This is an optimization exercise on Yosys and OpenROAD, whose aim is small area, not a production implementation.
In this exercise RTL edits were held to simulation tests only and were not proved equivalent to the original.

## design/flow/design.v

```verilog
module sequential_store #(
  parameter int unsigned NR_LANES       = 4,
  parameter int unsigned DLEN           = 64,
  parameter int unsigned AXI_DATA_WIDTH = 128,
  parameter int unsigned AXI_ADDR_WIDTH = 64
) (
  input  logic                          clk_i,
  input  logic                          rst_ni,
  input  logic                          rx_shfu_valid_i,
  output logic                          rx_shfu_ready_o,
  input  logic [DLEN*NR_LANES-1:0]      rx_shfu_nb_i,
  input  logic [DLEN/4*NR_LANES-1:0]    rx_shfu_en_i,
  input  logic                          meta_valid_i,
  output logic                          meta_ready_o,
  input  logic [$clog2(DLEN/4*NR_LANES)-1:0] meta_nb_ptr_i,
  input  logic                          txn_valid_i,
  output logic                          txn_ready_o,
  input  logic [AXI_ADDR_WIDTH-1:0]     txn_addr_i,
  input  logic                          txn_is_head_i,
  input  logic                          txn_last_beat_i,
  input  logic [$clog2(AXI_DATA_WIDTH/4):0] txn_lbn_i,
  input  logic                          txn_is_final_i,
  output logic                          w_valid_o,
  input  logic                          w_ready_i,
  output logic [AXI_DATA_WIDTH-1:0]     w_data_o,
  output logic [AXI_DATA_WIDTH/8-1:0]   w_strb_o,
  output logic                          w_last_o
);
  logic         pack_q;       
  logic         hold_v_q;
  logic [255:0] hold_nb_q;
  logic [63:0]  hold_en_q;
  logic [5:0]   nb_ptr_q;
  logic         part_q;       
  logic [4:0]   base_q;       
  logic         w_valid_q, w_last_q;
  logic [127:0] w_data_q;
  logic [15:0]  w_strb_q;
  logic [4:0]   lower, base;
  logic [6:0]   upper, diff, sum, hi;
  logic [5:0]   off;
  logic         start, commit, complete, release_e, take;
  assign lower = txn_is_head_i ? txn_addr_i[4:0] : 5'd0;
  assign base  = part_q ? base_q : lower;
  assign upper = txn_last_beat_i ? {1'b0, txn_lbn_i} : 7'd32;
  assign diff     = {1'b0, nb_ptr_q} - {2'b00, base};
  assign off      = diff[5:0];
  assign sum      = diff + upper;
  assign complete = sum <= 7'd64;
  assign hi       = complete ? upper : 7'd64 - diff;
  assign start     = !pack_q && txn_valid_i && meta_valid_i;
  assign commit    = pack_q && hold_v_q && txn_valid_i && (!w_valid_q || w_ready_i);
  assign release_e = commit && (sum >= 7'd64 || txn_is_final_i);
  assign take      = !hold_v_q || release_e;
  assign rx_shfu_ready_o = rst_ni && take;
  assign meta_ready_o    = rst_ni && start;
  assign txn_ready_o     = commit && complete;
  logic [31:0] rng, m;
  always_comb
    for (int j = 0; j < 32; j++) rng[j] = (j >= int'(base)) && (j < int'(hi));
  logic [4:0]  src [64];
  logic [4:0]  y5n [63];
  logic [4:0]  y4 [47];
  logic [4:0]  y3n [39];
  logic [4:0]  y2 [35];
  logic [4:0]  y1n [33];
  logic [31:0] en_rot;
  logic [3:0]  d_rot [32];
  logic [5:0]  s, sn;
  logic [31:0] s0_m, sn0_m;
  assign s  = off;
  assign sn = ~off;
  always_comb
    for (int k = 0; k < 64; k++) src[k] = {hold_en_q[k], hold_nb_q[4*k +: 4]};
  for (genvar i = 0; i < 63; i++) begin : g_st5
    for (genvar b = 0; b < 5; b++) begin : g_b
      sequential_store_aoi u (.s(sn[5]), .a(src[i][b]), .t(s[5]), .b(src[(i + 32) % 64][b]),
                              .y(y5n[i][b]));
    end
  end
  for (genvar i = 0; i < 47; i++) begin : g_st4
    for (genvar b = 0; b < 5; b++) begin : g_b
      sequential_store_oai u (.s(s[4]), .a(y5n[i][b]), .t(sn[4]), .b(y5n[i + 16][b]),
                              .y(y4[i][b]));
    end
  end
  for (genvar i = 0; i < 39; i++) begin : g_st3
    for (genvar b = 0; b < 5; b++) begin : g_b
      sequential_store_aoi u (.s(sn[3]), .a(y4[i][b]), .t(s[3]), .b(y4[i + 8][b]),
                              .y(y3n[i][b]));
    end
  end
  for (genvar i = 0; i < 35; i++) begin : g_st2
    for (genvar b = 0; b < 5; b++) begin : g_b
      sequential_store_oai u (.s(s[2]), .a(y3n[i][b]), .t(sn[2]), .b(y3n[i + 4][b]),
                              .y(y2[i][b]));
    end
  end
  for (genvar i = 0; i < 33; i++) begin : g_st1
    for (genvar b = 0; b < 5; b++) begin : g_b
      sequential_store_aoi u (.s(sn[1]), .a(y2[i][b]), .t(s[1]), .b(y2[i + 2][b]),
                              .y(y1n[i][b]));
    end
  end
  for (genvar i = 0; i < 32; i++) begin : g_st0
    sequential_store_oai u_en (.s(s[0]), .a(y1n[i][4]), .t(sn[0]), .b(y1n[i + 1][4]),
                               .y(en_rot[i]));
    assign m[i]     = rng[i] && en_rot[i];
    assign s0_m[i]  = s[0] || !m[i];
    assign sn0_m[i] = sn[0] || !m[i];
    for (genvar b = 0; b < 4; b++) begin : g_b
      sequential_store_oai u (.s(s0_m[i]), .a(y1n[i][b]), .t(sn0_m[i]), .b(y1n[i + 1][b]),
                              .y(d_rot[i][b]));
    end
  end
  always_ff @(posedge clk_i or negedge rst_ni) begin
    if (!rst_ni) begin
      pack_q    <= 1'b0;
      hold_v_q  <= 1'b0;
      w_valid_q <= 1'b0;
    end else begin
      if (start) pack_q <= 1'b1;
      else if (commit && complete && txn_is_final_i) pack_q <= 1'b0;
      if (take) hold_v_q <= rx_shfu_valid_i;
      if (commit && complete) w_valid_q <= 1'b1;
      else if (w_ready_i) w_valid_q <= 1'b0;
    end
  end
  always_ff @(posedge clk_i) begin
    if (take) begin
      hold_nb_q <= rx_shfu_nb_i;
      hold_en_q <= rx_shfu_en_i;
    end
    if (start) begin
      nb_ptr_q <= meta_nb_ptr_i;
      part_q   <= 1'b0;
    end else if (commit) begin
      nb_ptr_q <= complete ? sum[5:0] : 6'd0;
      part_q   <= !complete;
    end
    if (commit && !complete) base_q <= hi[4:0];
    if (commit && complete) w_last_q <= txn_last_beat_i;
    if (commit) begin
      for (int j = 0; j < 32; j++)
        if (rng[j] || !part_q) w_data_q[4*j +: 4] <= d_rot[j];
      for (int b = 0; b < 16; b++)
        w_strb_q[b] <= (part_q && w_strb_q[b]) || m[2*b] || m[2*b+1];
    end
  end
  assign w_valid_o = w_valid_q;
  assign w_data_o  = w_data_q;
  assign w_strb_o  = w_strb_q;
  assign w_last_o  = w_last_q;
endmodule
module sequential_store_aoi (
  input  logic s,
  input  logic a,
  input  logic t,
  input  logic b,
  output logic y
);
  assign y = ~((s & a) | (t & b));
endmodule
module sequential_store_oai (
  input  logic s,
  input  logic a,
  input  logic t,
  input  logic b,
  output logic y
);
  assign y = ~((s | a) & (t | b));
endmodule
```

## design/flow/flow/run.sh

```bash
#!/bin/bash
# Standard ORFS layout (the standard.sh) with these changes:
#  - synthesis maps combinational logic with an area-only ABC script (flow/synth.tcl, flow/area.abc);
#  - the rotation stage cells (sequential_store_aoi/_oai) are mapped on their own before the
#    design is flattened, so each stage element becomes a single inverting cell;
#  - port buffers are the smallest buffer (buf_1) instead of the resizer's default pick;
#  - clock tree: larger sink clusters and no dummy load cells.
set -euo pipefail
here=$(pwd)
export MY_ABC_SCRIPT=$here/flow/area.abc
bash standard.sh SYNTH_SCRIPT=$here/flow/synth.tcl \
  "SYNTH_KEEP_MODULES=sequential_store_aoi sequential_store_oai" \
  "BUFFER_PORTS_ARGS=-buffer_cell sky130_fd_sc_hd__buf_1" \
  "CTS_ARGS=-sink_clustering_enable -repair_clock_nets -sink_clustering_size 28 -sink_clustering_max_diameter 150 -buf_list {sky130_fd_sc_hd__clkbuf_16} -dont_use_dummy_load" \
  finish > $here/standard.log 2>&1
```

## design/flow/flow/area.abc

```
strash
dch
amap -F 3 -A 10 -C 1000
topo
```

## design/flow/flow/synth.tcl

```tcl
# synth_recipe.tcl with one change: ABC maps the combinational logic with an area-only script
# (flow/area.abc); everything else, including flip-flop mapping, is ORFS's synthesis unchanged.
proc synth {args} { yosys synth -nofsm -noshare {*}$args }
proc abc {args} {
  set i [lsearch -exact $args -script]
  if {$i >= 0} { lset args [expr {$i + 1}] $::env(MY_ABC_SCRIPT) }
  yosys abc {*}$args
}
source $::env(SCRIPTS_DIR)/synth.tcl
# left out here: clear keep_hierarchy, flatten, clean up, hide names made inside functions, write 1_2_yosys.v
```

## design/flow/standard.sh

```bash
#!/bin/bash
# synth_recipe.tcl (not shown) runs the flow's synth.tcl, then flattens the netlist and writes it again
# the make line also repeats each setting of config.mk as NAME=value (left out here)
make -C /OpenROAD-flow-scripts/flow DESIGN_CONFIG=/design/flow/config.mk WORK_HOME=/design/flow/orfs CLKGATE_MAP_FILE= SYNTH_SCRIPT=/design/flow/synth_recipe.tcl "${@:-finish}"
```

## design/flow/config.mk

```make
export PLATFORM = sky130hd
export DESIGN_NAME = sequential_store
export DESIGN_NICKNAME = sequential_store
export VERILOG_FILES = /design/flow/design.v
export SDC_FILE = /design/flow/constraint.sdc
export NUM_CORES = 4
export LEC_CHECK = 0
export CAP_MARGIN = 20
export CORE_MARGIN = 2
export CORE_UTILIZATION = 50
export GPL_ROUTABILITY_DRIVEN = 0
export GPL_TIMING_DRIVEN = 0
export PLACE_DENSITY = 0.65
export SLEW_MARGIN = 20
```

## design/flow/constraint.sdc

```tcl
create_clock -name core_clock -period 10.0 [get_ports {clk_i}]
set_input_delay 2.0000 -clock core_clock [delete_from_list [all_inputs] [get_ports {clk_i}]]
set_output_delay 2.0000 -clock core_clock [all_outputs]
set_load 0.01 [all_outputs]
```

==> reports/metrics.csv, run 1 <==
stage;metric;value;unit
detailed_routing;routed_wl;92.8;mm
clock_tree;holdBufCountCts;0;
yosys;syn_avg_cell_area;12.0;µm²
global_route;grt_max_degree;103;
sta;relSlewSlack;0.321;
clock_tree;clk_path_buf_depth;3;
sta;whs;0.579;ns
floorplan;core-area;49900;µm²
cells_and_area;drive_above_1_share;0.0437;
worst_setup_path;crit_buf_inv;8;
yosys;synthArstFlopShare;0.00625;
yosys;synth-seq-cells;480;
cells_and_area;area_growth;20.4;%
clock_tree;cts.sinks;480;
clock_tree;cts_tree;yes;
global_route;grt_usage;0.340;
sta;tns;0;ns
sta;rsz0062_at_grt;false;
floorplan;die_h;228;µm
worst_setup_path;slowest_delay;0.99;ns
floorplan;io_pins;554;
worst_setup_path;slowest_stage;fa_4;
global_route;grt_first_pass_wirelength;134;mm
global_route;grt_pass1_vias;21532;
yosys;ys_types;37;
outcome;status;no timing/DRC/antenna violations;
cells_and_area;antennaDiodeCount;0;
clock_tree;cts-root-buf;clkbuf_16;
place;place_inst;3328;
floorplan;die_area;52000;µm²
detailed_routing;drt_pass1_iterations;10;
worst_setup_path;cp_data_required_time;10.32;ns
detailed_routing;routedWlPerCell;27.7;µm
worst_setup_path;critPathCaptureType;flop;
clock_tree;path_clk_slew;0.11;ns
floorplan;start_util;0.503;
place;dp_hpwl;71.8;mm
global_route;grt_overflow;0;
detailed_routing;drt_iter0_markers;3804;
worst_setup_path;crit_path_max_fanout;102;
sta;tightest_slew;1.02;ns
worst_hold_path;worstHoldPathType;reg -> reg;
floorplan;fp.dieW;228;µm
run;maxCapViolCount;0;
global_route;antenna_found_initial;0;
yosys;seq_area_frac_synth;0.573;
worst_setup_path;cp_data_arrival_time;9.76;ns
place;io_buffers;494;
detailed_routing;drc;0;
clock_tree;htree_levels;1;
sta;finClkSkew;0.0651;ns
yosys;synth_edf_count;476;
detailed_routing;num_vias;24398;
clock_tree;clk_latency;0.59;ns
worst_setup_path;start_kind;input port;
cells_and_area;layout.nets;3095;
yosys;syn_inst;2100;
detailed_routing;via_per_inst;7.28;
sta;final-setup-viol-count;0;
sta;fin_crit_sh;0.943;
worst_setup_path;critical_path.top_delay_family;compound AO/OA/AOI/OAI gates;
yosys;synth.net_count;2515;
yosys;synth_area;25100;µm²
sta;final_max_slew_viol_count;0;
sta;finalHoldViolCount;0;
sta;max_freq;106;MHz
clock_tree;cts_made_buffers;21;
yosys;synth_ff_type;edfxtp_1;
floorplan;rows;82;
yosys;yosys_warnings;9;
worst_setup_path;critPathKind;in -> reg;
detailed_routing;drt.antenna.violating_nets;0;
sta;fin_crit;9.43;ns
cells_and_area;fin_cells;3350;
final timing paths:
kind                                    start  depth (start not counted)            to  slack [ns]
worst max-delay path            txn_is_head_i                         29  w_data_q[23]        0.57
worst min-delay path                   pack_q                          2        pack_q        0.58
worst max register to register         part_q                         29  w_data_q[23]        0.89
worst min register to register         pack_q                          2        pack_q        0.58
max in group asynchronous              rst_ni                          1      hold_v_q        8.55
min in group asynchronous              rst_ni                          1     w_valid_q        1.25
repair_timing:
action                                  CTS  global route
endpoints found under the setup margin   95           154
resized for setup                         3             4
pin swaps                                 0             2
buffers inserted                          0             1
modules after synthesis, one instance, submodules excluded:
module	times used	area (µm²)	cells
sequential_store	1	16500	855
sequential_store_aoi	675	7.51	1
sequential_store_oai	570	6.26	1
layout by cell type (no fill, tap or decap), drive strengths merged, types with 16 or more instances in the layout:
cell type	n
nor2	55
o22ai	576
nand2b	16
nand2	41
nand3	29
o21ai	19
edfxtp	476
clkbuf	21
clkinv	49
or2	34
a21oi	36
a22oi	676
buf	557
cell type report:
class	instances	area (µm²)
Fill cell	4128	19600
Multi-Input combinational cell	1570	10700
Timing Repair Buffer	557	3520
Inverter	50	220
Tap cell	672	841
Sequential cell	480	14400
Clock buffer	21	526
kinds of logic (layout without fill, tap and decap cells):
family / Yosys count / in the layout / share of synthesized area
simple gates: 195 / 195 / 0.0374
compound gates: 1365 / 1365 / 0.376
buf+inv: 50 / 628 / 0.00748
flops: 480 / 480 / 0.573
fa+ha+maj: 10 / 10 / 0.00558
synth_stat cells (5+ instances only):
library cell    n  area (µm²)
a22oi_1       676        5070
nand3_1        29         145
nand2b_1       16         100
nand2_1        41         154
edfxtp_1      476       14300
or2_0          34         213
nor3_1          6        30.0
a32oi_1         5        43.8
ha_1            8         100
nor2_1         55         206
a221o_1         6        60.1
o221ai_1        8        70.1
o32ai_1         5        43.8
o21ai_0        19        95.1
clkinv_1       50         188
o211ai_1       13        97.6
o22ai_1       576        3600
a21oi_1        36         180
nor2b_1        11        68.8
registers in the layout (all words and copies together) (netlist names):
name       flops
nb_ptr_q       6
w_data_q     128
pack_q         1
w_last_q       1
hold_nb_q    256
w_valid_q      1
hold_v_q       1
part_q         1
w_strb_q      16
hold_en_q     64
base_q         5
per-stage QoR:
stage          setup WS (ns)  utilization  instance area (µm²)
3_5_place_dp           -1.13        0.595                29700
6_report               0.566        0.606                30200
5_1_grt               0.0432        0.606                30200
4_1_cts               0.0170        0.605                30200
3_3_place_gp          -35.43        0.560                27900
2_1_floorplan         -25.11            -                25200
worst reg2reg max path, delay by kind of cell (launching register included):
kind            cells  cell delay [ns]
compound gates     11             2.69
fa+ha+maj           3             1.59
buf+inv             8             2.48
flops               1             0.69
simple gates        7             1.42
per-layer routing:
layer  GRT usage  vias up  routed length [µm]
met1       0.469    11924               35900
met4       0.128        0                4070
met2       0.538     1546               42300
met5           0        -                   0
li1            -    10736                   -
met3      0.0631      192               10500
==> inputs of run 2 (changes only) <==
--- a/design/flow/config.mk
+++ b/design/flow/config.mk
@@ -8,7 +8,5 @@
 export CAP_MARGIN = 20
 export CORE_MARGIN = 2
 export CORE_UTILIZATION = 50
-export GPL_ROUTABILITY_DRIVEN = 0
-export GPL_TIMING_DRIVEN = 0
 export PLACE_DENSITY = 0.65
 export SLEW_MARGIN = 20
==> reports/metrics.csv, run 2 <==
stage;metric;value;unit
outcome;status;no timing/DRC/antenna violations;
sta;layout_setup_ws;1.33;ns
sta;relSlewSlack;0.261;
clock_tree;clk_path_buf_depth;3;
yosys;yosys.area.top_type;edfxtp_1;
global_route;grt_first_pass_wirelength;134;mm
global_route;grt_max_degree;184;
yosys;synth.net_count;2515;
floorplan;start_util;0.503;
global_route;grt_overflow;0;
global_route;grt_pass1_vias;21269;
detailed_routing;drc;0;
place;io_buffers;494;
detailed_routing;drt_iter0_markers;3422;
yosys;synth_area;25100;µm²
yosys;ys_types;37;
place;post-place-ws;0.979;ns
sta;fin_crit_sh;0.867;
cells_and_area;final_common_cell;a22oi_1;
floorplan;fp.dieW;228;µm
cells_and_area;antennaDiodeCount;0;
sta;final_max_slew_viol_count;0;
floorplan;io_pins;554;
cells_and_area;fin_cells;3318;
clock_tree;clk_latency;0.59;ns
cells_and_area;fillers;4242;
cells_and_area;final_cell_mix;a22oi_1 (676), o22ai_1 (575), buf_1 (494);
global_route;grt_usage;0.340;
worst_setup_path;start_kind;flop;
worst_setup_path;slowest_stage;a32oi_2;
sta;finalHoldViolCount;0;
place;place_inst;3296;
yosys;synth.most_common_cell;a22oi_1;
cells_and_area;area_growth;14.8;%
sta;max_freq;115;MHz
detailed_routing;drt.antenna.violating_nets;0;
cells_and_area;regMostFlops;hold_nb_q;
cells_and_area;top_regs;hold_nb_q x256, w_data_q x128, hold_en_q x64;
worst_setup_path;slowest_delay;0.84;ns
worst_setup_path;reg2reg_to;w_data_q[21];
clock_tree;htree_levels;1;
sta;tightest_slew;1.11;ns
worst_setup_path;critPathKind;reg -> reg;
cells_and_area;drive_above_1_share;0.0295;
sta;rsz0062_at_grt;false;
clock_tree;cts_setup_buffers;0;
worst_setup_path;cp_data_arrival_time;9.00;ns
floorplan;die_area;52000;µm²
cells_and_area;finish.utilization;0.578;
worst_setup_path;reg2reg_depth;31;
sta;finClkSkew;0.0720;ns
yosys;synth_commonest_cells;a22oi_1 (676), o22ai_1 (576), edfxtp_1 (476), nor2_1 (55), clkinv_1 (50);
worst_setup_path;crit_path_max_fanout;44;
sta;final-setup-viol-count;0;
clock_tree;holdBufCountCts;0;
yosys;yosys_warnings;9;
global_route;antenna_found_initial;0;
place;dp_hpwl;70.3;mm
clock_tree;ctsResizeCount;0;
sta;tns;0;ns
yosys;seq_area_frac_synth;0.573;
clock_tree;path_clk_slew;0.11;ns
run;maxCapViolCount;0;
worst_setup_path;r2r_slack;1.33;ns
yosys;synthArstFlopShare;0.00625;
clock_tree;cts_made_buffers;21;
clock_tree;cts.sinks;480;
yosys;synth_edf_count;476;
floorplan;die_h;228;µm
sta;fin_crit;8.67;ns
yosys;synth-seq-cells;480;
worst_setup_path;r2r-start;part_q;
worst_hold_path;worstHoldPathType;reg -> reg;
worst_setup_path;crit_start;part_q;
detailed_routing;routedWlPerCell;28.0;µm
yosys;synthTopCellsByArea;edfxtp_1 (57%), a22oi_1 (20%), o22ai_1 (14%);
floorplan;core-area;49900;µm²
yosys;synth_ff_type;edfxtp_1;
clock_tree;cts_tree;yes;
worst_setup_path;critPathCaptureType;flop;
detailed_routing;num_vias;23868;
place;place_congestion;0.980;
detailed_routing;drt_pass1_iterations;8;
floorplan;rows;82;
cells_and_area;largest_reg_flops;256;
yosys;syn_inst;2100;
worst_setup_path;cp_data_required_time;10.32;ns
clock_tree;cts-root-buf;clkbuf_16;
worst_setup_path;endpoint;w_data_q[21];
yosys;syn_avg_cell_area;12.0;µm²
yosys;yosysTopAreaCellShare;0.569;
cells_and_area;layout.nets;3063;
detailed_routing;via_per_inst;7.19;
detailed_routing;routed_wl;92.8;mm
-- run 2: kinds of logic (layout without fill, tap and decap cells) --
kind of cell	Yosys count	after routing	synth area share
AO/OA/AOI/OAI	1365	1365	0.376
flip-flops	480	480	0.573
AND/OR/NAND/NOR	195	195	0.0374
buffers and inverters	50	596	0.00748
adder cells (fa/ha/maj)	10	10	0.00558
-- run 2: metrics by stage --
step	hold WS [ns]	instance area [µm²]
CTS	0.572	28800
global placement	0.538	28300
global route	0.590	28800
finish	0.576	28800
detailed placement	0.545	28300
floorplan	0.467	25200
-- run 2: worst min-delay path by stage --
stage / cells after the start / slack, ns / to / start
2_1_floorplan: 2 / 0.47 / pack_q / pack_q
3_3_place_gp: 2 / 0.54 / pack_q / pack_q
3_5_place_dp: 2 / 0.54 / pack_q / pack_q
4_1_cts: 2 / 0.57 / pack_q / pack_q
5_1_grt: 2 / 0.59 / pack_q / pack_q
6_report: 2 / 0.58 / pack_q / pack_q
-- run 2: layout make-up --
type	count	area, µm²	area share
tap	672	841	0.0292
inverter	50	213	0.00738
multi-input combinational	1570	10700	0.371
sequential	480	14400	0.499
timing repair buffer	525	2140	0.0744
clock buffer	21	526	0.0182
-- run 2: critical path, delay by kind of cell (launching register included) --
family          cells  cell delay, ns
flops               1            0.34
fa+ha+maj           2            0.90
compound gates     10            2.47
buf+inv             9            2.90
simple gates       10            1.79
-- run 2: metal layers --
metal  vias up  share of wire  global-route usage
met5         -              0                   0
met3       130          0.096              0.0538
met2      1351           0.46               0.543
met1     11733           0.41               0.480
met4         0          0.032               0.106
li1      10654              -                   -
-- run 2: modules after synthesis (local to each module, per instance) --
module | cells | area, µm² | flip-flops and latches
sequential_store | 855 | 16500 | 480
sequential_store_aoi | 1 | 7.51 | 0
sequential_store_oai | 1 | 6.26 | 0
==> inputs of run 3 (changes only) <==
--- a/design/flow/flow/run.sh
+++ b/design/flow/flow/run.sh
@@ -11,5 +11,5 @@
 bash standard.sh SYNTH_SCRIPT=$here/flow/synth.tcl \
   "SYNTH_KEEP_MODULES=sequential_store_aoi sequential_store_oai" \
   "BUFFER_PORTS_ARGS=-buffer_cell sky130_fd_sc_hd__buf_1" \
-  "CTS_ARGS=-sink_clustering_enable -repair_clock_nets -sink_clustering_size 28 -sink_clustering_max_diameter 150 -buf_list {sky130_fd_sc_hd__clkbuf_16} -dont_use_dummy_load" \
+  "CTS_ARGS=-sink_clustering_enable -repair_clock_nets -sink_clustering_size 30 -sink_clustering_max_diameter 60 -buf_list {sky130_fd_sc_hd__clkbuf_8 sky130_fd_sc_hd__clkbuf_16} -dont_use_dummy_load" \
   finish > $here/standard.log 2>&1
--- a/design/flow/config.mk
+++ b/design/flow/config.mk
@@ -7,6 +7,5 @@
 export LEC_CHECK = 0
 export CAP_MARGIN = 20
 export CORE_MARGIN = 2
-export CORE_UTILIZATION = 50
-export PLACE_DENSITY = 0.65
+export CORE_UTILIZATION = 40
 export SLEW_MARGIN = 20
==> reports/metrics.csv, run 3 <==
stage;metric;value;unit
global_route;grt_max_degree;183;
worst_setup_path;critical_path.top_delay_family;buffers and inverters;
global_route;grt_pass1_vias;21603;
cells_and_area;fin_cells;3505;
sta;finClkSkew;0.0469;ns
yosys;syn_inst;2100;
sta;relSlewSlack;0.298;
cells_and_area;regMostFlops;hold_nb_q;
floorplan;rows;91;
outcome;status;no timing/DRC/antenna violations;
worst_setup_path;critPathKind;reg -> reg;
cells_and_area;fillers;5707;
detailed_routing;routed_wl;98.9;mm
worst_setup_path;slowest_stage;a32oi_2;
clock_tree;cts_made_buffers;45;
cells_and_area;final_cell_mix;a22oi_1 (676), o22ai_1 (575), buf_1 (494);
sta;finalHoldViolCount;0;
clock_tree;clk_latency;0.60;ns
cells_and_area;antennaDiodeCount;0;
detailed_routing;drt_pass1_iterations;9;
floorplan;die_area;64800;µm²
floorplan;start_util;0.406;
yosys;seq_area_frac_synth;0.573;
floorplan;io_pins;554;
yosys;synth_mux_area_frac;0;
clock_tree;cts_tree;yes;
yosys;synth-seq-cells;480;
clock_tree;clk_path_buf_depth;3;
cells_and_area;drive_above_1_share;0.0379;
cells_and_area;area_growth;18.0;%
yosys;synth_edf_count;476;
worst_setup_path;cpMostUsedCell;clkinv_1;
worst_setup_path;cp_data_required_time;10.30;ns
place;place_congestion;0.971;
detailed_routing;routedWlPerCell;28.2;µm
detailed_routing;drt.antenna.violating_nets;0;
yosys;synth_area;25100;µm²
floorplan;die_h;254;µm
cells_and_area;finish.utilization;0.479;
yosys;ys_types;37;
sta;final-setup-viol-count;0;
yosys;synth_adder_area_share;0.00558;
cells_and_area;top_regs;hold_nb_q x256, w_data_q x128, hold_en_q x64;
yosys;yosys_warnings;9;
sta;rsz0062_at_grt;false;
clock_tree;cts_setup_buffers;0;
place;place_inst;3460;
yosys;syn_avg_cell_area;12.0;µm²
yosys;synth-compound-area-share;0.376;
yosys;yosysTopAreaCellShare;0.569;
cells_and_area;layout.nets;3085;
sta;final_max_slew_viol_count;0;
detailed_routing;via_per_inst;6.88;
run;maxCapViolCount;0;
worst_setup_path;crit_path_max_fanout;55;
sta;max_freq;112;MHz
yosys;synthArstFlopShare;0.00625;
yosys;synth-simple-area-share;0.0374;
sta;fin_crit;8.91;ns
yosys;synth-xor-area-share;0;
detailed_routing;drt_iter0_markers;3306;
sta;fin_crit_sh;0.891;
sta;layout_setup_ws;1.09;ns
clock_tree;cts.sinks;480;
yosys;yosys.area.top_type;edfxtp_1;
floorplan;fp.dieW;254;µm
global_route;grt_first_pass_wirelength;140;mm
yosys;synth_commonest_cells;a22oi_1 (676), o22ai_1 (576), edfxtp_1 (476), nor2_1 (55), clkinv_1 (50);
worst_setup_path;critPathCaptureType;flop;
worst_hold_path;worstHoldPathType;reg -> reg;
worst_setup_path;slowest_delay;0.82;ns
detailed_routing;num_vias;24114;
global_route;grt_usage;0.293;
yosys;synth_top_family_by_area;compound AO/OA/AOI/OAI gates;
worst_setup_path;crit_buf_inv;8;
sta;tns;0;ns
global_route;grt_overflow;0;
yosys;synthTopCellsByArea;edfxtp_1 (57%), a22oi_1 (20%), o22ai_1 (14%);
global_route;antenna_found_initial;2;
clock_tree;path_clk_slew;0.05;ns
worst_setup_path;start_kind;flop;
place;dp_hpwl;74.7;mm
yosys;synth_ff_type;edfxtp_1;
clock_tree;cts-root-buf;clkbuf_16;
place;io_buffers;494;
sta;tightest_slew;1.05;ns
place;post-place-ws;1.04;ns
detailed_routing;drc;0;
clock_tree;holdBufCountCts;0;
cells_and_area;final_common_cell;a22oi_1;
yosys;synth.net_count;2515;
worst_setup_path;cp_data_arrival_time;9.21;ns
clock_tree;ctsResizeCount;0;
clock_tree;htree_levels;2;
cells_and_area;largest_reg_flops;256;
yosys;synth.most_common_cell;a22oi_1;
floorplan;core-area;61800;µm²
[run 3: cell counts after synthesis]
Identical to the previous run, type by type.
[run 3: cells by family (layout without fill, tap and decap cells)]
family | Yosys count | in the layout
adders and majority gates | 10 | 10
buffers and inverters | 50 | 618
and+or+nand+nor | 195 | 195
AOI/OAI and AO/OA | 1365 | 1365
DFF | 480 | 480
[run 3: worst register-to-register path: cells and delay by family, from the launching register on]
| kind | cells | cell delay, ns |
|---|---|---|
| flops | 1 | 0.30 |
| fa+ha+maj | 2 | 1.09 |
| compound gates | 11 | 2.93 |
| simple gates | 7 | 1.21 |
| buf+inv | 8 | 3.09 |
[run 3: final timing paths]
kind	start	endpoint	slack (ns)	depth (start not counted)
hold / removal	w_strb_q[14]	w_strb_q[14]	0.58	2
setup reg to reg	part_q	w_data_q[19]	1.09	28
setup / recovery	part_q	w_data_q[19]	1.09	28
min in group asynchronous	rst_ni	pack_q	1.23	1
max in group asynchronous	rst_ni	w_valid_q	8.58	1
hold reg to reg	w_strb_q[14]	w_strb_q[14]	0.58	2
[run 3: Yosys stat by module, one instance, submodules excluded]
module,area [µm²],cells inside,times used,flip-flops and latches
sequential_store_aoi,7.51,1,675,0
sequential_store,16500,855,1,480
sequential_store_oai,6.26,1,570,0
[run 3: cell type report]
cell class | instances | area (µm²) | share of cell area
clock buffer | 45 | 1130 | 0.0380
inverter | 50 | 213 | 0.00718
multi-input combinational | 1570 | 10700 | 0.361
sequential | 480 | 14400 | 0.486
tap | 837 | 1050 | 0.0354
timing repair buffer | 523 | 2140 | 0.0723
[run 3: per-layer routing]
| metal | global-route usage | vias to the layer above | wire length (µm) |
|---|---|---|---|
| li1 | - | 10721 | - |
| met1 | 0.412 | 11769 | 40400 |
| met2 | 0.465 | 1444 | 45500 |
| met3 | 0.0461 | 176 | 9900 |
| met4 | 0.0960 | 4 | 3080 |
| met5 | 0 | - | 27 |
[run 3: stage by stage]
stage	hold slack, ns	cell area, µm²
final	0.582	29600
after global routing	0.608	29600
after CTS	0.582	29600
after detailed placement	0.563	28500
after global placement	0.538	28500
after floorplan	0.467	25200
==> inputs of run 4 (changes only) <==
--- a/design/flow/flow/run.sh
+++ b/design/flow/flow/run.sh
@@ -11,5 +11,5 @@
 bash standard.sh SYNTH_SCRIPT=$here/flow/synth.tcl \
   "SYNTH_KEEP_MODULES=sequential_store_aoi sequential_store_oai" \
   "BUFFER_PORTS_ARGS=-buffer_cell sky130_fd_sc_hd__buf_1" \
-  "CTS_ARGS=-sink_clustering_enable -repair_clock_nets -sink_clustering_size 30 -sink_clustering_max_diameter 60 -buf_list {sky130_fd_sc_hd__clkbuf_8 sky130_fd_sc_hd__clkbuf_16} -dont_use_dummy_load" \
+  "CTS_ARGS=-sink_clustering_enable -repair_clock_nets -sink_clustering_size 30 -sink_clustering_max_diameter 70 -buf_list {sky130_fd_sc_hd__clkbuf_16} -dont_use_dummy_load" \
   finish > $here/standard.log 2>&1
--- a/design/flow/config.mk
+++ b/design/flow/config.mk
@@ -7,5 +7,6 @@
 export LEC_CHECK = 0
 export CAP_MARGIN = 20
 export CORE_MARGIN = 2
-export CORE_UTILIZATION = 40
+export CORE_UTILIZATION = 65
+export PLACE_DENSITY = 0.75
 export SLEW_MARGIN = 20
==> reports/metrics.csv, run 4 <==
stage;metric;value;unit
global_route;grt_overflow;0;
worst_hold_path;worstHoldPathType;reg -> reg;
worst_setup_path;cp_data_required_time;8.00;ns
floorplan;die_h;201;µm
sta;final-setup-viol-count;0;
detailed_routing;routed_wl;92.3;mm
sta;layout_setup_ws;1.39;ns
detailed_routing;routedWlPerCell;29.1;µm
clock_tree;cts-root-buf;clkbuf_16;
clock_tree;clk_path_buf_depth;3;
detailed_routing;drt_pass1_iterations;17;
global_route;grt_pass1_vias;22822;
floorplan;io_pins;554;
floorplan;core-area;37800;µm²
cells_and_area;top_regs;hold_nb_q x256, w_data_q x128, hold_en_q x64;
place;place_inst;3134;
clock_tree;cts.sinks;480;
floorplan;die_area;40200;µm²
sta;final_max_slew_viol_count;0;
worst_setup_path;start_kind;input port;
yosys;synth_area;25100;µm²
sta;rsz0062_at_grt;false;
cells_and_area;layout.nets;3072;
global_route;grt_first_pass_wirelength;136;mm
cells_and_area;final_cell_area;28800;µm²
sta;tns;0;ns
cells_and_area;final_common_cell;a22oi_1;
yosys;synthArstFlopShare;0.00625;
yosys;synthTopCellsByArea;edfxtp_1 (57%), a22oi_1 (20%), o22ai_1 (14%);
yosys;synth_ff_type;edfxtp_1;
floorplan;fp.dieW;201;µm
place;place_area;28000;µm²
clock_tree;cts_setup_buffers;0;
place;io_buffers;494;
worst_setup_path;crit_path_max_fanout;43;
yosys;ys_types;37;
worst_hold_path;whs_endpoint;pack_q;
sta;max_freq;116;MHz
yosys;synth.most_common_cell;a22oi_1;
clock_tree;holdBufCountCts;0;
cells_and_area;fin_cells;3166;
yosys;yosys.area.top_type;edfxtp_1;
place;post-place-ws;0.997;ns
floorplan;start_util;0.663;
outcome;status;no timing/DRC/antenna violations;
yosys;synth.net_count;2515;
clock_tree;cts_made_buffers;30;
detailed_routing;drt.antenna.violating_nets;0;
detailed_routing;num_vias;25213;
yosys;synth_edf_count;476;
global_route;grt_usage;0.441;
floorplan;rows;71;
run;maxCapViolCount;0;
cells_and_area;drive_above_1_share;0.0328;
worst_setup_path;cp_data_arrival_time;6.61;ns
clock_tree;htree_levels;1;
sta;fin_crit;8.61;ns
worst_hold_path;holdCritStartpoint;pack_q;
clock_tree;ctsResizeCount;0;
clock_tree;cts_tree;yes;
worst_setup_path;critPathKind;in -> out;
worst_setup_path;reg2reg_to;w_data_q[62];
global_route;antenna_found_initial;2;
cells_and_area;final_cell_mix;a22oi_1 (676), o22ai_1 (575), buf_1 (494);
worst_setup_path;r2r-start;part_q;
yosys;synth_commonest_cells;a22oi_1 (676), o22ai_1 (576), edfxtp_1 (476), nor2_1 (55), clkinv_1 (50);
yosys;yosys_warnings;9;
sta;relSlewSlack;0.245;
clock_tree;path_clk_slew;0.05;ns
sta;tightest_slew;1.13;ns
global_route;grt_max_degree;203;
yosys;syn_avg_cell_area;12.0;µm²
cells_and_area;largest_reg_flops;256;
clock_tree;clk_latency;0.63;ns
place;dp_hpwl;66.6;mm
cells_and_area;regMostFlops;hold_nb_q;
yosys;syn_inst;2100;
cells_and_area;area_growth;14.9;%
yosys;yosysTopAreaCellShare;0.569;
worst_setup_path;reg2reg_depth;21;
yosys;synth-seq-cells;480;
detailed_routing;drc;0;
yosys;seq_area_frac_synth;0.573;
worst_setup_path;r2r_slack;1.77;ns
place;place_congestion;1.02;
detailed_routing;drt_iter0_markers;5222;
sta;finClkSkew;0.0656;ns
worst_hold_path;whs_path_depth;2;
worst_setup_path;critPathCaptureType;output pin;
sta;finalHoldViolCount;0;
detailed_routing;via_per_inst;7.96;
sta;fin_crit_sh;0.861;
cells_and_area;antennaDiodeCount;0;
==> run 4: changes by cell type in the layout (fill, tap and decap cells not counted), sizes merged <==
| cell | previous run | this run |
|---|---|---|
| clkbuf | 45 | 30 |
| buf | 523 | 525 |
==> run 4: critical path, cell delays in order <==
cell and delay [ns]:
buf_1 0.18, a32oi_2 0.56, clkinv_1 0.31, fa_4 1.27, inv_4 0.07, ha_1 0.31, a21oi_1 0.15, o21bai_1 0.09
nand2_1 0.08, o21ai_0 0.08, a21oi_1 0.20, o21ai_0 0.15, nor4b_1 0.31, a31oi_1 0.16, buf_4 0.21, nor2_1 0.27
buf_1 0.19
==> run 4: routing by layer <==
layer,up-vias,global-route usage,wire [µm]
met1,11638,0.569,30500
met5,-,0,29
met4,4,0.222,6250
li1,10686,-,-
met2,2484,0.685,40900
met3,401,0.129,14600
==> run 4: area by class of cell <==
type / instances / area (µm²)
clock buffers: 30 / 751
fillers: 2433 / 9000
inverters: 50 / 213
multi-input cells: 1570 / 10700
flip-flops and latches: 480 / 14400
well taps: 511 / 639
repair buffers: 525 / 2170
==> run 4: logic make-up (layout without fill, tap and decap cells) <==
group,after synthesis,after routing,synth area share
compound gates,1365,1365,0.376
flops,480,480,0.573
simple gates,195,195,0.0374
buf+inv,50,605,0.00748
fa+ha+maj,10,10,0.00558
==> run 4: per-stage QoR <==
step | util | hold slack, ns
2_1_floorplan | - | 0.467
3_3_place_gp | 0.741 | 0.497
3_5_place_dp | 0.741 | 0.528
4_1_cts | 0.761 | 0.543
5_1_grt | 0.762 | 0.578
6_report | 0.762 | 0.538
==> run 4: worst max-delay path by stage <==
| stage | start | end | slack, ns | cells after the start |
|---|---|---|---|---|
| after floorplan | txn_addr_i[0] | rx_shfu_ready_o | -25.11 | 17 |
| after global placement | txn_is_head_i | w_data_q[16] | 1.16 | 28 |
| after detailed placement | txn_is_head_i | w_data_q[16] | 1.0 | 28 |
| after CTS | txn_is_head_i | txn_ready_o | 1.44 | 17 |
| after global routing | txn_is_head_i | w_data_q[16] | 0.94 | 28 |
| final | txn_is_head_i | txn_ready_o | 1.39 | 17 |
==> run 4: modules after synthesis, one instance, submodules excluded <==
module / cell area, µm² / cells inside / flops+latches / times used
sequential_store: 16500 / 855 / 480 / 1
sequential_store_aoi: 7.51 / 1 / 0 / 675
sequential_store_oai: 6.26 / 1 / 0 / 570
==> inputs of run 5 (changes only) <==
--- a/design/flow/flow/run.sh
+++ b/design/flow/flow/run.sh
@@ -11,5 +11,5 @@
 bash standard.sh SYNTH_SCRIPT=$here/flow/synth.tcl \
   "SYNTH_KEEP_MODULES=sequential_store_aoi sequential_store_oai" \
   "BUFFER_PORTS_ARGS=-buffer_cell sky130_fd_sc_hd__buf_1" \
-  "CTS_ARGS=-sink_clustering_enable -repair_clock_nets -sink_clustering_size 30 -sink_clustering_max_diameter 70 -buf_list {sky130_fd_sc_hd__clkbuf_16} -dont_use_dummy_load" \
+  "CTS_ARGS=-sink_clustering_enable -repair_clock_nets -sink_clustering_size 26 -sink_clustering_max_diameter 200 -buf_list {sky130_fd_sc_hd__clkbuf_16} -dont_use_dummy_load" \
   finish > $here/standard.log 2>&1
--- a/design/flow/config.mk
+++ b/design/flow/config.mk
@@ -7,6 +7,6 @@
 export LEC_CHECK = 0
 export CAP_MARGIN = 20
 export CORE_MARGIN = 2
-export CORE_UTILIZATION = 65
-export PLACE_DENSITY = 0.75
+export CORE_UTILIZATION = 45
+export PLACE_DENSITY = 0.6
 export SLEW_MARGIN = 20
==> reports/metrics.csv, run 5 <==
stage;metric;value;unit
outcome;status;no timing/DRC/antenna violations;
run;maxCapViolCount;0;
yosys;syn_avg_cell_area;12.0;µm²
cells_and_area;drive_above_1_share;0.0324;
yosys;yosys.area.top_type;edfxtp_1;
detailed_routing;routedWlPerCell;28.3;µm
clock_tree;clk_latency;0.59;ns
clock_tree;cts-root-buf;clkbuf_16;
clock_tree;ctsResizeCount;0;
yosys;synth_area;25100;µm²
worst_setup_path;start_kind;input port;
global_route;grt_pass1_vias;21603;
cells_and_area;layout.nets;3071;
global_route;grt_overflow;0;
yosys;yosysTopAreaCellShare;0.569;
sta;final_max_slew_viol_count;0;
sta;fin_crit_sh;0.856;
yosys;synth.most_common_cell;a22oi_1;
sta;relSlewSlack;0.288;
yosys;synth.net_count;2515;
detailed_routing;routed_wl;96.3;mm
floorplan;die_area;57700;µm²
cells_and_area;final_common_cell;a22oi_1;
floorplan;io_pins;554;
floorplan;start_util;0.456;
yosys;synth_edf_count;476;
yosys;syn_inst;2100;
place;dp_hpwl;73.2;mm
clock_tree;clk_path_buf_depth;3;
worst_setup_path;critPathKind;in -> reg;
worst_setup_path;cp_data_required_time;10.32;ns
floorplan;fp.dieW;240;µm
clock_tree;holdBufCountCts;0;
sta;final-setup-viol-count;0;
sta;finClkSkew;0.0442;ns
sta;finalHoldViolCount;0;
yosys;synth_ff_type;edfxtp_1;
yosys;synth-seq-cells;480;
clock_tree;cts_made_buffers;22;
floorplan;die_h;240;µm
sta;whs;0.571;ns
clock_tree;htree_levels;1;
cells_and_area;top_regs;hold_nb_q x256, w_data_q x128, hold_en_q x64;
global_route;grt_first_pass_wirelength;138;mm
sta;tns;0;ns
worst_setup_path;cp_data_arrival_time;8.88;ns
yosys;yosys_warnings;9;
place;place_congestion;0.968;
detailed_routing;drt.antenna.violating_nets;0;
sta;rsz0062_at_grt;false;
global_route;antenna_found_initial;1;
detailed_routing;drc;0;
cells_and_area;area_growth;15.4;%
cells_and_area;finish.utilization;0.526;
sta;max_freq;117;MHz
cells_and_area;regMostFlops;hold_nb_q;
yosys;synthArstFlopShare;0.00625;
floorplan;core-area;55100;µm²
yosys;seq_area_frac_synth;0.573;
global_route;grt_max_degree;164;
place;io_buffers;494;
floorplan;rows;86;
clock_tree;path_clk_slew;0.10;ns
detailed_routing;via_per_inst;7.06;
worst_hold_path;worstHoldPathType;reg -> reg;
clock_tree;cts.sinks;480;
worst_setup_path;critPathCaptureType;flop;
yosys;synth_commonest_cells;a22oi_1 (676), o22ai_1 (576), edfxtp_1 (476), nor2_1 (55), clkinv_1 (50);
global_route;grt_usage;0.321;
sta;tightest_slew;1.07;ns
cells_and_area;final_cell_mix;a22oi_1 (676), o22ai_1 (575), buf_1 (494);
yosys;ys_types;37;
detailed_routing;drt_pass1_iterations;9;
detailed_routing;drt_iter0_markers;3030;
yosys;synthTopCellsByArea;edfxtp_1 (57%), a22oi_1 (20%), o22ai_1 (14%);
sta;fin_crit;8.56;ns
detailed_routing;num_vias;24024;
clock_tree;cts_setup_buffers;0;
worst_setup_path;crit_path_max_fanout;53;
clock_tree;cts_tree;yes;
cells_and_area;largest_reg_flops;256;
==> run 5: cell counts after synthesis <==
No cell type changed its count.
==> run 5: Yosys stat by module (local to each module, per instance) <==
module,copies in the design,flops+latches
sequential_store,1,480
sequential_store_aoi,675,0
sequential_store_oai,570,0
==> run 5: logic make-up (layout without fill, tap and decap cells) <==
group,Yosys count,in the layout,share of synthesized area
AOI/OAI and AO/OA,1365,1365,0.376
buffers and inverters,50,604,0.00748
other,0,1,0
and+or+nand+nor,195,195,0.0374
DFF,480,480,0.573
adders and majority gates,10,10,0.00558
==> run 5: final timing paths <==
path | from | depth (start not counted) | to | slack, ns
setup / recovery | txn_is_head_i | 28 | w_data_q[13] | 1.44
hold / removal | pack_q | 2 | pack_q | 0.57
setup reg to reg | part_q | 28 | w_data_q[13] | 1.72
hold reg to reg | pack_q | 2 | pack_q | 0.57
max in group asynchronous | rst_ni | 1 | hold_v_q | 8.57
min in group asynchronous | rst_ni | 1 | w_valid_q | 1.24
==> run 5: through the flow <==
step	worst slack, ns	area (µm²)	cells
6_report	1.44	29000	3403
5_1_grt	0.866	29000	3402
2_1_floorplan	-25.11	25200	2100
3_5_place_dp	1.06	28400	3380
3_3_place_gp	1.19	28400	3380
4_1_cts	1.55	29000	3402
==> run 5: layer usage <==
metal	vias to the layer above	wire length (µm)	global-route usage
li1	10683	-	-
met1	11866	38900	0.446
met2	1325	44500	0.516
met3	150	9690	0.0544
met4	0	3270	0.0996
met5	-	0	0
==> run 5: area by class of cell <==
class / instances / area, µm²
Fill cell: 4996 / 26100
Sequential cell: 480 / 14400
Multi-Input combinational cell: 1570 / 10700
Timing Repair Buffer: 532 / 2180
Tap cell: 748 / 936
Clock buffer: 22 / 551
Inverter: 50 / 213
Antenna cell: 1 / 2.50
==> run 5: worst max-delay path, cell delays in order <==
cell	delay (ns)
buf_1	0.18
a32oi_2	0.56
clkinv_1	0.30
fa_4	1.27
inv_4	0.04
ha_1	0.31
a21oi_1	0.13
o21bai_1	0.10
nand2_1	0.08
o21ai_0	0.08
a21oi_1	0.20
nand2_1	0.07
o21ai_0	0.12
nor4b_1	0.10
a31oi_1	0.23
clkinv_1	0.30
a2111oi_0	0.39
a21oi_1	0.09
buf_4	0.18
nor2_1	0.09
buf_4	0.17
clkinv_1	0.17
nor2_1	0.35
clkinv_1	0.34
o21ai_0	0.49
nand2b_1	0.22
or2_1	0.20
o22ai_1	0.09
==> inputs of run 6 (changes only) <==
--- a/design/flow/flow/run.sh
+++ b/design/flow/flow/run.sh
@@ -11,5 +11,5 @@
 bash standard.sh SYNTH_SCRIPT=$here/flow/synth.tcl \
   "SYNTH_KEEP_MODULES=sequential_store_aoi sequential_store_oai" \
   "BUFFER_PORTS_ARGS=-buffer_cell sky130_fd_sc_hd__buf_1" \
-  "CTS_ARGS=-sink_clustering_enable -repair_clock_nets -sink_clustering_size 26 -sink_clustering_max_diameter 200 -buf_list {sky130_fd_sc_hd__clkbuf_16} -dont_use_dummy_load" \
+  "CTS_ARGS=-sink_clustering_enable -repair_clock_nets -sink_clustering_size 24 -sink_clustering_max_diameter 200 -buf_list {sky130_fd_sc_hd__clkbuf_16} -dont_use_dummy_load" \
   finish > $here/standard.log 2>&1
--- a/design/flow/config.mk
+++ b/design/flow/config.mk
@@ -7,6 +7,6 @@
 export LEC_CHECK = 0
 export CAP_MARGIN = 20
 export CORE_MARGIN = 2
-export CORE_UTILIZATION = 45
-export PLACE_DENSITY = 0.6
+export CORE_UTILIZATION = 50
+export PLACE_DENSITY = 0.65
 export SLEW_MARGIN = 20
==> reports/metrics.csv, run 6 <==
stage;metric;value;unit
outcome;status;no timing/DRC/antenna violations;
worst_setup_path;slowest_delay;0.93;ns
clock_tree;cts_setup_buffers;0;
place;post-place-ws;0.979;ns
cells_and_area;largest_reg_flops;256;
global_route;grt_overflow;0;
worst_hold_path;worstHoldPathType;reg -> reg;
sta;tightest_slew;1.12;ns
clock_tree;clk_path_buf_depth;3;
detailed_routing;drt.antenna.violating_nets;0;
yosys;yosys_warnings;9;
yosys;yosys.area.top_type;edfxtp_1;
cells_and_area;area_growth;15.0;%
yosys;synth_ff_type;edfxtp_1;
yosys;synth_mux_area_frac;0;
worst_setup_path;crit_buf_inv;9;
detailed_routing;drt_pass1_iterations;7;
sta;rsz0062_at_grt;false;
cells_and_area;final_common_cell;a22oi_1;
sta;finalHoldViolCount;0;
yosys;synth_area;25100;µm²
detailed_routing;drc;0;
worst_setup_path;cp_data_arrival_time;9.00;ns
worst_setup_path;cpMostUsedCell;clkinv_1;
yosys;synth-compound-area-share;0.376;
yosys;synth-simple-area-share;0.0374;
yosys;synth-seq-cells;480;
sta;layout_setup_ws;1.33;ns
global_route;grt_first_pass_wirelength;134;mm
sta;max_freq;115;MHz
global_route;grt_pass1_vias;21326;
sta;fin_crit;8.67;ns
clock_tree;htree_levels;1;
worst_setup_path;reg2reg_to;w_data_q[23];
yosys;synth-xor-area-share;0;
worst_setup_path;r2r_slack;1.33;ns
floorplan;start_util;0.503;
yosys;seq_area_frac_synth;0.573;
cells_and_area;antennaDiodeCount;0;
floorplan;die_area;52000;µm²
floorplan;die_h;228;µm
detailed_routing;drt_iter0_markers;3108;
worst_setup_path;cp_data_required_time;10.33;ns
detailed_routing;routed_wl;92.9;mm
sta;relSlewSlack;0.255;
floorplan;core-area;49900;µm²
worst_hold_path;whs_endpoint;pack_q;
cells_and_area;drive_above_1_share;0.0302;
floorplan;rows;82;
detailed_routing;wl_met1;38.0;mm
cells_and_area;layout.nets;3065;
worst_setup_path;crit_path_max_fanout;44;
worst_setup_path;r2r-start;part_q;
cells_and_area;top_regs;hold_nb_q x256, w_data_q x128, hold_en_q x64;
clock_tree;cts_made_buffers;23;
sta;fin_crit_sh;0.867;
cells_and_area;regMostFlops;hold_nb_q;
detailed_routing;num_vias;23788;
clock_tree;cts-root-buf;clkbuf_16;
worst_setup_path;critPathKind;reg -> reg;
worst_setup_path;start_kind;flop;
yosys;synthTopCellsByArea;edfxtp_1 (57%), a22oi_1 (20%), o22ai_1 (14%);
worst_setup_path;path_depth;29;
worst_setup_path;critical_path.top_delay_family;buffers and inverters;
clock_tree;holdBufCountCts;0;
yosys;synth.most_common_cell;a22oi_1;
detailed_routing;dr_wl_met3;9.32;mm
worst_hold_path;holdCritStartpoint;pack_q;
floorplan;io_pins;554;
place;dp_hpwl;70.3;mm
yosys;ys_types;37;
floorplan;fp.dieW;228;µm
sta;whs;0.571;ns
detailed_routing;via_per_inst;7.17;
yosys;synth_edf_count;476;
yosys;synth_adder_area_share;0.00558;
place;place_congestion;0.980;
clock_tree;clk_latency;0.60;ns
sta;final_max_slew_viol_count;0;
yosys;synth.net_count;2515;
yosys;syn_avg_cell_area;12.0;µm²
sta;finClkSkew;0.0336;ns
global_route;grt_usage;0.340;
run;maxCapViolCount;0;
cells_and_area;final_cell_mix;a22oi_1 (676), o22ai_1 (575), buf_1 (494);
clock_tree;ctsResizeCount;0;
yosys;synth_commonest_cells;a22oi_1 (676), o22ai_1 (576), edfxtp_1 (476), nor2_1 (55), clkinv_1 (50);
detailed_routing;dr_wl_met2;42.5;mm
yosys;syn_inst;2100;
yosys;synthArstFlopShare;0.00625;
global_route;grt_max_degree;184;
clock_tree;cts_tree;yes;
detailed_routing;routedWlPerCell;28.0;µm
place;io_buffers;494;
worst_setup_path;critPathCaptureType;flop;
yosys;yosysTopAreaCellShare;0.569;
clock_tree;cts.sinks;480;
worst_setup_path;reg2reg_depth;29;
global_route;antenna_found_initial;0;
worst_setup_path;slowest_stage;fa_4;
sta;final-setup-viol-count;0;
clock_tree;path_clk_slew;0.10;ns
worst_hold_path;whs_path_depth;2;
yosys;synth_top_family_by_area;compound AO/OA/AOI/OAI gates;
detailed_routing;top_layer_used;met4;
run 6: layout make-up:
cell class	count	area, µm²
Tap cell	672	841
Multi-Input combinational cell	1570	10700
Inverter	50	213
Sequential cell	480	14400
Fill cell	4241	21000
Timing Repair Buffer	525	2140
Clock buffer	23	576
run 6: cell families (layout without fill, tap and decap cells):
family / count (synthesis) / after routing
AO/OA/AOI/OAI: 1365 / 1365
AND/OR/NAND/NOR: 195 / 195
buffers and inverters: 50 / 598
flip-flops: 480 / 480
adder cells (fa/ha/maj): 10 / 10
run 6: worst reg2reg max path, delay by kind of cell, from the launching register on:
kind                     cells  cell delay [ns]
adder cells (fa/ha/maj)      2             1.21
buffers and inverters        9             2.88
AND/OR/NAND/NOR              7             1.24
AO/OA/AOI/OAI               11             2.75
flip-flops                   1             0.33
run 6: how the worst max path moves through the flow:
stage | to | startpoint
2_1_floorplan | rx_shfu_ready_o | txn_addr_i[0]
3_3_place_gp | w_data_q[22] | txn_is_head_i
3_5_place_dp | w_data_q[35] | txn_is_head_i
4_1_cts | w_data_q[35] | part_q
5_1_grt | w_data_q[14] | part_q
6_report | w_data_q[23] | part_q
run 6: modules after synthesis (local to each module, per instance):
| module | flops+latches | times used |
|---|---|---|
| sequential_store | 480 | 1 |
| sequential_store_aoi | 0 | 675 |
| sequential_store_oai | 0 | 570 |
run 6: per-layer routing:
layer	vias up	global-route usage
met5	-	0
met4	0	0.0974
met3	141	0.0623
met2	1369	0.545
met1	11626	0.477
li1	10652	-
run 6: through the flow:
stage / cells / utilization / instance area, µm² / TNS [ns]
global route: 3320 / 0.579 / 28900 / 0
global placement: 3296 / 0.567 / 28300 / 0
detailed placement: 3296 / 0.567 / 28300 / 0
floorplan: 2100 / - / 25200 / -8332.09
finish: 3320 / 0.579 / 28900 / 0
CTS: 3319 / 0.578 / 28800 / 0
==> inputs of run 7 (changes only) <==
--- a/design/flow/config.mk
+++ b/design/flow/config.mk
@@ -7,6 +7,6 @@
 export LEC_CHECK = 0
 export CAP_MARGIN = 20
 export CORE_MARGIN = 2
-export CORE_UTILIZATION = 50
-export PLACE_DENSITY = 0.65
+export CORE_UTILIZATION = 40
+export PLACE_DENSITY = 0.8
 export SLEW_MARGIN = 20
==> reports/metrics.csv, run 7 <==
stage;metric;value;unit
clock_tree;cts_made_buffers;23;
place;place_area;28500;µm²
yosys;yosys_warnings;9;
worst_setup_path;crit_path_max_fanout;53;
yosys;synthArstFlopShare;0.00625;
place;dp_hpwl;74.2;mm
worst_setup_path;crit_buf_inv;8;
worst_setup_path;cp_data_required_time;10.31;ns
detailed_routing;routedWlPerCell;27.8;µm
detailed_routing;num_vias;23653;
cells_and_area;antennaDiodeCount;0;
worst_setup_path;reg2reg_to;w_data_q[14];
floorplan;rows;91;
detailed_routing;via_per_inst;6.78;
worst_setup_path;slowest_delay;1.26;ns
global_route;antenna_found_initial;0;
clock_tree;clk_path_buf_depth;3;
sta;fin_crit_sh;0.893;
sta;final_max_slew_viol_count;0;
detailed_routing;routed_wl;97.0;mm
clock_tree;clk_latency;0.58;ns
clock_tree;path_clk_slew;0.10;ns
detailed_routing;drt.antenna.violating_nets;0;
sta;tightest_slew;1.06;ns
worst_setup_path;reg2reg_depth;28;
worst_setup_path;start_kind;flop;
place;place_congestion;0.996;
cells_and_area;final_cell_mix;a22oi_1 (676), o22ai_1 (575), buf_1 (494);
yosys;synthTopCellsByArea;edfxtp_1 (57%), a22oi_1 (20%), o22ai_1 (14%);
yosys;synth_edf_count;476;
yosys;synth_commonest_cells;a22oi_1 (676), o22ai_1 (576), edfxtp_1 (476), nor2_1 (55), clkinv_1 (50);
cells_and_area;fin_cells;3488;
worst_setup_path;r2r-start;part_q;
yosys;yosysTopAreaCellShare;0.569;
clock_tree;cts-root-buf;clkbuf_16;
cells_and_area;area_growth;15.9;%
worst_hold_path;holdCritStartpoint;pack_q;
yosys;syn_avg_cell_area;12.0;µm²
cells_and_area;final_cell_area;29100;µm²
cells_and_area;top_regs;hold_nb_q x256, w_data_q x128, hold_en_q x64;
cells_and_area;finish.utilization;0.470;
yosys;synth_area;25100;µm²
place;place_inst;3465;
yosys;seq_area_frac_synth;0.573;
clock_tree;holdBufCountCts;0;
clock_tree;ctsResizeCount;0;
yosys;synth_ff_type;edfxtp_1;
global_route;grt_max_degree;172;
worst_hold_path;worstHoldPathType;reg -> reg;
floorplan;io_pins;554;
place;io_buffers;494;
global_route;grt_overflow;0;
worst_setup_path;slowest_stage;fa_4;
global_route;grt_first_pass_wirelength;137;mm
worst_setup_path;critPathKind;reg -> reg;
detailed_routing;dr_wl_met2;44.0;mm
yosys;syn_inst;2100;
sta;final-setup-viol-count;0;
sta;relSlewSlack;0.294;
worst_setup_path;critical_path.top_delay_family;compound AO/OA/AOI/OAI gates;
global_route;grt_pass1_vias;21155;
detailed_routing;top_layer_used;met4;
sta;fin_crit;8.93;ns
floorplan;die_h;254;µm
clock_tree;cts_setup_buffers;0;
worst_hold_path;whs_endpoint;pack_q;
cells_and_area;regMostFlops;hold_nb_q;
yosys;yosys.area.top_type;edfxtp_1;
worst_setup_path;cpMostUsedCell;clkinv_1;
detailed_routing;dr_wl_met3;12.0;mm
floorplan;core-area;61800;µm²
worst_hold_path;whs_path_depth;2;
outcome;status;no timing/DRC/antenna violations;
floorplan;die_area;64800;µm²
global_route;grt_usage;0.287;
sta;max_freq;112;MHz
floorplan;fp.dieW;254;µm
yosys;ys_types;37;
detailed_routing;drc;0;
worst_setup_path;cp_data_arrival_time;9.24;ns
detailed_routing;drt_iter0_markers;3417;
cells_and_area;layout.nets;3068;
sta;finalHoldViolCount;0;
detailed_routing;drt_pass1_iterations;9;
sta;tns;0;ns
worst_setup_path;critPathCaptureType;flop;
clock_tree;cts.sinks;480;
cells_and_area;drive_above_1_share;0.0317;
yosys;synth-seq-cells;480;
cells_and_area;largest_reg_flops;256;
yosys;synth.net_count;2515;
yosys;synth.most_common_cell;a22oi_1;
cells_and_area;final_common_cell;a22oi_1;
floorplan;start_util;0.406;
cells_and_area;fillers;5734;
clock_tree;cts_tree;yes;
run;maxCapViolCount;0;
detailed_routing;wl_met1;36.7;mm
sta;rsz0062_at_grt;false;
worst_setup_path;r2r_slack;1.07;ns
clock_tree;htree_levels;1;
sta;finClkSkew;0.0247;ns
[run 7: cell counts after synthesis]
No cell type changed its count.
[run 7: worst max path at each step]
stage                        startpoint              end  slack [ns]  cells past startpoint
after floorplan           txn_addr_i[0]  rx_shfu_ready_o      -25.11                     17
after global placement    txn_is_head_i     w_data_q[11]        1.03                     27
after detailed placement  txn_is_head_i     w_data_q[11]        1.04                     27
after CTS                        part_q      txn_ready_o        1.28                     18
after global routing             part_q     w_data_q[13]        0.49                     28
final                            part_q     w_data_q[14]        1.07                     28
[run 7: kinds of logic (layout without fill, tap and decap cells)]
logic type	after synthesis	after routing	synth area share
flip-flops	480	480	0.573
AND/OR/NAND/NOR	195	195	0.0374
AO/OA/AOI/OAI	1365	1365	0.376
buffers and inverters	50	601	0.00748
adder cells (fa/ha/maj)	10	10	0.00558
[run 7: routing by layer]
layer,vias up,global-route usage
li1,10675,-
met1,11420,0.368
met2,1395,0.452
met3,163,0.0900
met4,0,0.111
met5,-,0
[run 7: worst min-delay path, cell delays in order, from the launching register on]
cell     delay (ns)
dfrtp_1        0.43
nand2_1        0.07
nand2_1        0.07
[run 7: per-stage QoR]
step,setup WS [ns],hold WS [ns]
floorplan,-25.11,0.467
global placement,1.03,0.533
detailed placement,1.04,0.566
CTS,1.28,0.592
global route,0.492,0.623
finish,1.07,0.594
[run 7: layout make-up]
| type | instances | area [µm²] | share of cell area |
|---|---|---|---|
| flip-flops and latches | 480 | 14400 | 0.495 |
| multi-input cells | 1570 | 10700 | 0.368 |
| repair buffers | 528 | 2160 | 0.0743 |
| well taps | 837 | 1050 | 0.0360 |
| clock buffers | 23 | 576 | 0.0198 |
| inverters | 50 | 213 | 0.00731 |
[run 7: modules after synthesis (local to each module, per instance)]
module / flops+latches / area [µm²] / cells inside / times used
sequential_store: 480 / 16500 / 855 / 1
sequential_store_aoi: 0 / 7.51 / 1 / 675
sequential_store_oai: 0 / 6.26 / 1 / 570

-- re-timing with driven ports --
No port has a modelled driver above. Below, the same layouts with a new extraction and two added sets of constraints. Step 1 assumes that a clkbuf_16 drives the clock port and a buf_2 every other input. Step 2 adds t to the input delays and takes it off the output delays; t is the mean of the earliest and latest rising clock arrival at the registers after step 1. Input paths then give back, and output paths get back, about the clock's delay inside the block. Slacks: no drivers / after step 1 / after step 2; pairs: no drivers / after step 1.
| run | t (ns) | setup slack, ns | latest minus earliest clock arrival (ns) | cell pins on the clock port's net |
|---|---|---|---|---|
| run 1 | 0.620 | 0.566 / 0.581 / -0.039 | 0.065 / 0.066 | 1 |
| run 2 | 0.619 | 1.325 / 1.325 / 0.944 | 0.073 / 0.073 | 1 |
| run 3 | 0.645 | 1.093 / 1.093 / 0.690 | 0.049 / 0.049 | 1 |
| run 4 | 0.660 | 1.394 / 1.353 / 0.778 | 0.066 / 0.066 | 1 |
| run 5 | 0.629 | 1.439 / 1.418 / 0.831 | 0.045 / 0.044 | 1 |
| run 6 | 0.642 | 1.331 / 1.331 / 0.944 | 0.034 / 0.034 | 1 |
| run 7 | 0.631 | 1.071 / 1.071 / 0.761 | 0.025 / 0.025 | 1 |
With both steps, setup timing fails in run 1, where it was met with ideal ports. For run 4, which loses most, drivers alone change the setup slack by -0.041 ns; drivers and shift together by -0.616 ns.
